Source: an optimization exercise on an open RTL-to-GDS flow (aim: a short achievable clock period and few clock cycles). Production flows keep margins and buffers that such runs may drop.
The RTL was checked by simulation tests, not by an equivalence proof against the original design.
No activity file was given, so power comes from the tool's default toggle rates.

--- config.mk ---
export PLATFORM = sky130hd
export DESIGN_NAME = mips_core
export DESIGN_NICKNAME = mips_core
export VERILOG_FILES = /design/flow/design.v
export SDC_FILE = /design/flow/constraint.sdc
export NUM_CORES = 4
export LEC_CHECK = 0
export CAP_MARGIN = 20
export CORE_MARGIN = 2
export CORE_UTILIZATION = 40
export SLEW_MARGIN = 20
--- constraint.sdc ---
create_clock -name core_clock -period 9.0 [get_ports {clk}]
set_input_delay 1.8000 -clock core_clock [delete_from_list [all_inputs] [get_ports {clk}]]
set_output_delay 1.8000 -clock core_clock [all_outputs]
set_load 0.01 [all_outputs]
--- design.v ---
`default_nettype none
package mips_pkg;
    localparam int data_w     = 32;
    localparam int reg_addr_w = 5;
    localparam int num_regs   = 32;
    localparam int mem_addr_w = 7;    
    localparam logic [reg_addr_w-1:0] reg_ra = 5'd31;   
    typedef enum logic [5:0] {
        op_rtype = 6'h00,
        op_j     = 6'h02,
        op_jal   = 6'h03,
        op_beq   = 6'h04,
        op_bne   = 6'h05,
        op_addi  = 6'h08,
        op_lw    = 6'h23,
        op_sw    = 6'h2b
    } opcode_e;
    typedef enum logic [5:0] {
        fn_sll = 6'h00,
        fn_srl = 6'h02,
        fn_jr  = 6'h08,
        fn_add = 6'h20,
        fn_sub = 6'h22,
        fn_and = 6'h24,
        fn_or  = 6'h25,
        fn_slt = 6'h2a
    } funct_e;
    typedef enum logic [3:0] {
        alu_and = 4'b0000,
        alu_or  = 4'b0001,
        alu_add = 4'b0010,
        alu_sll = 4'b0011,
        alu_srl = 4'b0100,
        alu_sub = 4'b0110,
        alu_slt = 4'b0111
    } alu_op_e;
endpackage
`default_nettype wire
`default_nettype none
module mips_decoder (
    input  mips_pkg::opcode_e opcode,
    input  mips_pkg::funct_e  funct,
    output logic              reg_dst,
    output logic              alu_src,
    output logic              reg_write,
    output logic              mem_to_reg,
    output logic              mem_read,
    output logic              mem_write,
    output logic              branch_eq,
    output logic              branch_ne,
    output logic              jump,
    output logic              jump_reg,
    output logic              link,
    output mips_pkg::alu_op_e alu_op
);
    always_comb begin
        reg_dst    = 1'b0;
        alu_src    = 1'b0;
        reg_write  = 1'b0;
        mem_to_reg = 1'b0;
        mem_read   = 1'b0;
        mem_write  = 1'b0;
        branch_eq  = 1'b0;
        branch_ne  = 1'b0;
        jump       = 1'b0;
        jump_reg   = 1'b0;
        link       = 1'b0;
        alu_op     = mips_pkg::alu_add;
        case (opcode)
            mips_pkg::op_rtype: begin
                reg_dst   = 1'b1;
                reg_write = 1'b1;
                case (funct)
                    mips_pkg::fn_add: alu_op = mips_pkg::alu_add;
                    mips_pkg::fn_sub: alu_op = mips_pkg::alu_sub;
                    mips_pkg::fn_and: alu_op = mips_pkg::alu_and;
                    mips_pkg::fn_or:  alu_op = mips_pkg::alu_or;
                    mips_pkg::fn_slt: alu_op = mips_pkg::alu_slt;
                    mips_pkg::fn_sll: alu_op = mips_pkg::alu_sll;
                    mips_pkg::fn_srl: alu_op = mips_pkg::alu_srl;
                    mips_pkg::fn_jr: begin
                        reg_write = 1'b0;
                        jump_reg  = 1'b1;    
                    end
                    default: begin
                        reg_dst   = 1'b0;    
                        reg_write = 1'b0;
                    end
                endcase
            end
            mips_pkg::op_addi: begin
                alu_src   = 1'b1;
                reg_write = 1'b1;
            end
            mips_pkg::op_lw: begin
                alu_src    = 1'b1;       
                reg_write  = 1'b1;
                mem_to_reg = 1'b1;
                mem_read   = 1'b1;
            end
            mips_pkg::op_sw: begin
                alu_src   = 1'b1;
                mem_write = 1'b1;
            end
            mips_pkg::op_beq: begin
                branch_eq = 1'b1;
                alu_op    = mips_pkg::alu_sub;
            end
            mips_pkg::op_bne: begin
                branch_ne = 1'b1;
                alu_op    = mips_pkg::alu_sub;
            end
            mips_pkg::op_j: jump = 1'b1;
            mips_pkg::op_jal: begin
                jump      = 1'b1;
                link      = 1'b1;        
                reg_write = 1'b1;
            end
            default: ;                   
        endcase
    end
endmodule
`default_nettype wire
`default_nettype none
module mips_pc (
    input  logic                        clk,
    input  logic                        rst_n,
    input  logic                        branch_taken,
    input  logic                        jump,
    input  logic                        jump_reg,
    input  logic [25:0]                 jump_index,
    input  logic [mips_pkg::data_w-1:0] branch_offset,
    input  logic [mips_pkg::data_w-1:0] jr_target,
    output logic [mips_pkg::data_w-1:0] pc,
    output logic [mips_pkg::data_w-1:0] pc_plus4
);
    logic [mips_pkg::data_w-1:0] jump_target;
    logic [mips_pkg::data_w-1:0] branch_target;
    logic [mips_pkg::data_w-1:0] pc_next;
    assign pc_plus4 = pc + 32'd4;
    assign jump_target = {pc_plus4[mips_pkg::data_w-1:mips_pkg::data_w-4], jump_index, 2'b00};
    assign branch_target = pc_plus4 + {branch_offset[mips_pkg::data_w-3:0], 2'b00};
    always_comb begin
        if (jump_reg) begin
            pc_next = jr_target;
        end else if (jump) begin
            pc_next = jump_target;
        end else if (branch_taken) begin
            pc_next = branch_target;
        end else begin
            pc_next = pc_plus4;
        end
    end
    always_ff @(posedge clk) begin
        if (!rst_n) begin
            pc <= '0;
        end else begin
            pc <= pc_next;
        end
    end
endmodule
`default_nettype wire
`default_nettype none
module mips_regfile (
    input  logic                            clk,
    input  logic                            rst_n,
    input  logic [mips_pkg::reg_addr_w-1:0] rs_addr,
    input  logic [mips_pkg::reg_addr_w-1:0] rt_addr,
    input  logic [mips_pkg::reg_addr_w-1:0] wr_addr,
    input  logic                            wr_en,
    input  logic [mips_pkg::data_w-1:0]     wr_data,
    output logic [mips_pkg::data_w-1:0]     rs_data,
    output logic [mips_pkg::data_w-1:0]     rt_data
);
    logic [mips_pkg::data_w-1:0] regs [mips_pkg::num_regs];
    assign rs_data = (rs_addr == '0) ? '0 : regs[rs_addr];
    assign rt_data = (rt_addr == '0) ? '0 : regs[rt_addr];
    always_ff @(posedge clk) begin
        if (!rst_n) begin
            for (int i = 0; i < mips_pkg::num_regs; i++) begin
                regs[i] <= '0;
            end
        end else if (wr_en && wr_addr != '0) begin
            regs[wr_addr] <= wr_data;    
        end
    end
endmodule
`default_nettype wire
`default_nettype none
module mips_alu (
    input  mips_pkg::alu_op_e           op,
    input  logic [mips_pkg::data_w-1:0] a,
    input  logic [mips_pkg::data_w-1:0] b,
    input  logic [4:0]                  shamt,
    output logic [mips_pkg::data_w-1:0] result,
    output logic                        equal
);
    logic signed [mips_pkg::data_w-1:0] a_s;
    logic signed [mips_pkg::data_w-1:0] b_s;
    assign a_s = a;
    assign b_s = b;
    always_comb begin
        case (op)
            mips_pkg::alu_and: begin
                result = a & b;
            end
            mips_pkg::alu_or: begin
                result = a | b;
            end
            mips_pkg::alu_add: begin
                result = a + b;      
            end
            mips_pkg::alu_sub: begin
                result = a - b;
            end
            mips_pkg::alu_slt: begin
                result = (a_s < b_s) ? 32'd1 : 32'd0;
            end
            mips_pkg::alu_sll: begin
                result = b << shamt;     
            end
            mips_pkg::alu_srl: begin
                result = b >> shamt;
            end
            default: begin
                result = '0;
            end
        endcase
    end
    assign equal = (a == b);
endmodule
`default_nettype wire
`default_nettype none
module mips_core (
    input  logic                            clk,
    input  logic                            rst_n,
    output logic [mips_pkg::data_w-1:0]     ir_addr,
    input  logic [mips_pkg::data_w-1:0]     ir,
    input  logic [mips_pkg::data_w-1:0]     read_data_mem,
    output logic                            cen,
    output logic                            wen,
    output logic                            oen,
    output logic [mips_pkg::mem_addr_w-1:0] a,
    output logic [mips_pkg::data_w-1:0]     data_to_mem
);
    logic [mips_pkg::reg_addr_w-1:0] rs;
    logic [mips_pkg::reg_addr_w-1:0] rt;
    logic [mips_pkg::reg_addr_w-1:0] rd;
    logic [4:0]                      shamt;
    logic [mips_pkg::data_w-1:0]     imm_ext;
    logic              reg_dst;
    logic              alu_src;
    logic              reg_write;
    logic              mem_to_reg;
    logic              mem_read;
    logic              mem_write;
    logic              branch_eq;
    logic              branch_ne;
    logic              jump;
    logic              jump_reg;
    logic              link;
    mips_pkg::alu_op_e alu_op;
    logic [mips_pkg::data_w-1:0]     rs_data;
    logic [mips_pkg::data_w-1:0]     rt_data;
    logic [mips_pkg::data_w-1:0]     alu_b;
    logic [mips_pkg::data_w-1:0]     alu_result;
    logic                            equal;
    logic                            branch_taken;
    logic [mips_pkg::data_w-1:0]     pc_plus4;
    logic [mips_pkg::reg_addr_w-1:0] wr_addr;
    logic [mips_pkg::data_w-1:0]     wr_data;
    assign rs      = ir[25:21];
    assign rt      = ir[20:16];
    assign rd      = ir[15:11];
    assign shamt   = ir[10:6];
    assign imm_ext = {{16{ir[15]}}, ir[15:0]};
    mips_decoder i_decoder (
        .opcode     (mips_pkg::opcode_e'(ir[31:26])),
        .funct      (mips_pkg::funct_e'(ir[5:0])),
        .reg_dst    (reg_dst),
        .alu_src    (alu_src),
        .reg_write  (reg_write),
        .mem_to_reg (mem_to_reg),
        .mem_read   (mem_read),
        .mem_write  (mem_write),
        .branch_eq  (branch_eq),
        .branch_ne  (branch_ne),
        .jump       (jump),
        .jump_reg   (jump_reg),
        .link       (link),
        .alu_op     (alu_op)
    );
    assign wr_addr = link    ? mips_pkg::reg_ra :
                     reg_dst ? rd : rt;
    assign wr_data = link       ? pc_plus4 :
                     mem_to_reg ? read_data_mem : alu_result;
    mips_regfile i_regfile (
        .clk     (clk),
        .rst_n   (rst_n),
        .rs_addr (rs),
        .rt_addr (rt),
        .wr_addr (wr_addr),
        .wr_en   (reg_write),
        .wr_data (wr_data),
        .rs_data (rs_data),
        .rt_data (rt_data)
    );
    assign alu_b = alu_src ? imm_ext : rt_data;
    mips_alu i_alu (
        .op     (alu_op),
        .a      (rs_data),
        .b      (alu_b),
        .shamt  (shamt),
        .result (alu_result),
        .equal  (equal)
    );
    assign branch_taken = (branch_eq & equal) | (branch_ne & ~equal);
    mips_pc i_pc (
        .clk           (clk),
        .rst_n         (rst_n),
        .branch_taken  (branch_taken),
        .jump          (jump),
        .jump_reg      (jump_reg),
        .jump_index    (ir[25:0]),
        .branch_offset (imm_ext),
        .jr_target     (rs_data),
        .pc            (ir_addr),
        .pc_plus4      (pc_plus4)
    );
    assign cen = ~((mem_read | mem_write) & rst_n);
    assign wen = ~(mem_write & rst_n);
    assign oen = ~(mem_read & rst_n);
    assign a           = alu_result[8:2];   
    assign data_to_mem = rt_data;
endmodule
`default_nettype wire
--- run.sh ---
#!/bin/bash
# synth_recipe.tcl (not shown) runs the flow's synth.tcl, then flattens the netlist and writes it again
# the make line also repeats each setting of config.mk as NAME=value (left out here)
make -C /OpenROAD-flow-scripts/flow DESIGN_CONFIG=/design/flow/config.mk WORK_HOME=/design/flow/orfs CLKGATE_MAP_FILE= SYNTH_SCRIPT=/design/flow/synth_recipe.tcl finish
==> run_results.csv <==
group,metric,value,unit
power,ir_drop,0.1541,mV
setup_path,arrival,7.07,ns
floorplan,die_area,0.1707,mm^2
cells_and_area,layout-drive-gt1-share,0.2521,
clock_network,numClockSinks,1056,
setup_path,timing.rr.end,"i_regfile.regs[7][19]",
grt,gr-total-overflow,0,
yosys,synthArstFlopShare,0,
clock_network,clkLatencyLatePin,0.76,ns
setup_path,r2r_slack,2.38,ns
power,leakage,0.02921,uW
setup_path,path_cells,"buf_8 > buf_4 > buf_12 > mux4_1 > a22o_1 > a211o_1 > a32oi_1 > buf_4 > ha_1 > o21ai_1 > o21bai_1 > a21oi_1 > nor2_1 > or3_1 > nand3_1 > nand3_2 > or4_4 > or2_2 > clkdlybuf4s50_1",
floorplan,io_pins,140,
cells_and_area,final_core_util,0.4695,
yosys,syn-cell-area,0.06696,mm^2
drt,avgViaCountPerCell,6.679,
drt,drt-initial-drc-count,7892,
yosys,yosysWarnings,4,
power,powerDensity,196.1,mW/mm^2
floorplan,die_h,413.1,um
placed_design,dp_hpwl,239700,um
clock_network,cts_made_buffers,110,
cells_and_area,syn_to_final_growth,16.86,%
setup_path,path_max_fanout,36,
drt,drc,0,
sta,worst_pin_slew,1.215,ns
grt,use_met2,0.6073,
floorplan,num_rows,150,
clock_network,cts_tree,"built",
min_path,whs_endpoint,"i_pc.pc[0]",
sta,setup_viol,0,
setup_path,endpoint_kind,"output port",
sta,hold_viol,0,
setup_path,path_buf_inv,5,
min_path,worstHoldStart,"i_pc.pc[0]",
floorplan,core_area,0.1667,mm^2
yosys,synth_top_flop_cell,"edfxtp_1",
setup_path,critical-path-max-stage-delay,0.61,ns
yosys,netlist_instances,5592,
sta,slew_headroom,0.1829,
setup_path,rr_worst_depth,19,
clock_network,clkTransAtPathRegs,0.06,ns
setup_path,worstSetupStartpointType,"primary input",
setup_path,crit_path_frequent_cell,"buf_4",
setup_path,criticalPathCategory,"in2out",
drt,wl_per_cell,39.98,um
grt,busiest_layer,"met2",
grt,antenna_found_initial,19,
clock_network,ctsLongestPathBuffers,3,
setup_path,cpMaxStageDelayCell,"mux4_1",
cells_and_area,fin_cells,8305,
clock_network,cts_root_buf,"clkbuf_16",
drt,firstDrtPassIters,8,
grt,grt_first_pass_wirelength,450600,um
min_path,hold_class,"reg2reg",
floorplan,die_w,413.1,um
sta,fmax,112.7,MHz
drt,ant_nets,0,
outcome,status,"timing/DRC/antenna clean",
sta,fin_crit,8.874,ns
clock_network,cts_max_level,3,
run,max-cap-violations,0,
clock_network,hold_buffers,0,
setup_path,required,7.20,ns
setup_path,worst_path_dominant_cell_family,"simple AND/OR/NAND/NOR gates",
sta,min_period_over_period,0.9860,
yosys,syn_area_per_cell,11.97,um^2
grt,grt_start_max_net_pins,59,
floorplan,start_util,0.4018,
placed_design,io_buffers,139,
drt,wl,332100,um
sta,maxSlewViolCount,0,
yosys,synth-seq-cells,1056,
grt,met1_usage,0.4786,
grt,grt_pass1_vias,53590,
cells_and_area,nets,6197,
yosys,post_synth_num_cell_types,107,
yosys,synth_edf_count,1024,
sta,rsz0062_at_grt,"false",
grt,grtUsageMet3,0.08255,
grt,grt_use_total,0.3848,
min_path,whs_path_depth,2,
placed_design,gp_congestion,1.049,
yosys,ys_seq_area_frac,0.4688,
drt,vias,55470,
placed_design,post-place-cells,8088,
setup_path,r2r_start,"i_regfile.regs[19][8]",
sta,fin_skew,0.05938,ns
-- worst min-delay path, stage by stage, from the launching register on --
cell and delay [ns]:
dfxtp_1 0.39, a31oi_1 0.16, nor2_1 0.04
-- layer usage --
| metal | wire length [um] | up-vias |
|---|---|---|
| li1 | - | 22430 |
| met1 | 118500 | 28220 |
| met2 | 152500 | 3955 |
| met3 | 34970 | 849 |
| met4 | 26070 | 10 |
| met5 | 78 | - |
-- sequential cells by signal (all words and copies together) (netlist names) --
signal,cells
i_pc.pc,32
i_regfile.regs,1024
-- synth_stat cells, types with 26 or more instances --
cell / n / area share
nand2_1: 304 / 0.017
dfxtp_1: 32 / 0.0096
a21oi_1: 154 / 0.012
inv_1: 108 / 0.0061
mux2_2: 33 / 0.0055
a211oi_1: 40 / 0.0045
o22ai_1: 35 / 0.0033
o221ai_1: 89 / 0.012
nor3_1: 110 / 0.0082
mux2i_1: 185 / 0.028
edfxtp_1: 1024 / 0.46
mux4_1: 62 / 0.024
nor2_2: 30 / 0.0028
ha_1: 126 / 0.024
and3_1: 38 / 0.0036
mux4_2: 458 / 0.15
xnor2_1: 50 / 0.0065
a21o_1: 39 / 0.0044
a221oi_1: 26 / 0.0034
buf_6: 30 / 0.0050
nand3_1: 138 / 0.010
buf_2: 61 / 0.0046
buf_1: 43 / 0.0024
clkbuf_1: 323 / 0.018
nor2_1: 1139 / 0.064
a211o_1: 57 / 0.0075
a22o_1: 65 / 0.0085
o211ai_1: 49 / 0.0055
a31oi_1: 55 / 0.0051
o21ai_0: 135 / 0.010
-- metrics by stage --
| step | hold slack [ns] | total power [uW] | TNS, ns | worst slack [ns] | cell area, um^2 |
|---|---|---|---|---|---|
| 6_report | 0.6261 | 15350 | 0 | 0.1262 | 78250 |
| 5_1_grt | 0.6594 | 15660 | 0 | 0.01181 | 78230 |
| 4_1_cts | 0.6428 | 15190 | 0 | 0.02337 | 78100 |
| 3_5_place_dp | 0.6386 | 10580 | -0.5791 | -0.3651 | 74350 |
| 3_3_place_gp | 0.6314 | 10600 | -0.4659 | -0.2362 | 74340 |
| 2_1_floorplan | 0.5462 | 8108 | 0 | 0.2036 | 67080 |
-- logic make-up after synthesis --
kind of cell,synth area share
other cells,0.00005600
xor+xnor,0.009417
mux,0.2122
flops,0.4688
simple gates,0.1240
buf+inv,0.04825
fa+ha+maj,0.02444
compound gates,0.1129
-- worst max-delay path by stage --
| stage | cells past startpoint | slack [ns] | start | to |
|---|---|---|---|---|
| 3_5_place_dp | 20 | -0.37 | ir[21] | a[6] |
| 6_report | 19 | 0.13 | ir[16] | a[4] |
| 3_3_place_gp | 20 | -0.24 | ir[21] | a[6] |
| 2_1_floorplan | 20 | 0.20 | ir[21] | a[2] |
| 5_1_grt | 19 | 0.01 | ir[16] | a[6] |
| 4_1_cts | 21 | 0.02 | ir[21] | a[2] |
-- cells in the final DEF (no fill, tap or decap), types with 49 or more instances in the layout --
cell type,count
nor2_1,1131
edfxtp_1,1024
buf_4,591
mux4_2,458
nand2_1,253
mux2i_1,184
a21oi_1,154
nand3_1,134
ha_1,125
clkdlybuf4s50_1,125
o21ai_0,124
clkbuf_16,111
inv_1,108
nor3_1,104
o221ai_1,83
a22o_1,65
mux4_1,62
a31oi_1,54
a211o_1,54
nand2_2,51
buf_12,51
xnor2_1,49
o211ai_1,49
-- what timing repair did --
action	4_1_cts	5_1_grt
buffers inserted	0	3
gates cloned	2	1
pin swaps	0	1
resized for setup	15	30
setup endpoints to repair	3	3
-- report_power, final --
group          total [uW]  internal (uW)  switching, uW
registers            5650           5560           94.3
clock network        4660           2600           2060
logic                5040           1730           3300
total               15300           9890           5460
-- layout make-up --
type | count | area (um^2)
fillers | 15110 | 88410
multi-input cells | 3932 | 32990
flip-flops and latches | 1056 | 31390
repair buffers | 790 | 7063
clock buffers | 125 | 2809
well taps | 2204 | 2758
clock inverters | 79 | 804.5
inverters | 112 | 420.4
diodes | 7 | 17.52
Testbench counts, summed over its fixed seeds: cycles 4,268.

-- port drivers added, routing unchanged --
How much do the figures lean on ideal ports? The routed layout below was timed once more, with nothing changed but the port constraints.
Step 1, drivers: a clkbuf_16 drives clk and a buf_2 each remaining input, both assumed.
Step 2 moves the port delays by t, midway between the first and last clock arrival at a register: inputs arrive t later, outputs are due t later. That takes back most of the time a late clock gives input paths.
Slacks: no drivers / after step 1 / after step 2; pairs: no drivers / after step 1.
t (ns): 0.820
slack for setup (ns): 0.126 / 0.077 / 0.077
worst register clock-pin slew, ns: 0.07 / 0.07
After both steps this run still meets setup and hold. The setup slack of this run moves by -0.049 ns with the drivers and by -0.049 ns with both steps.
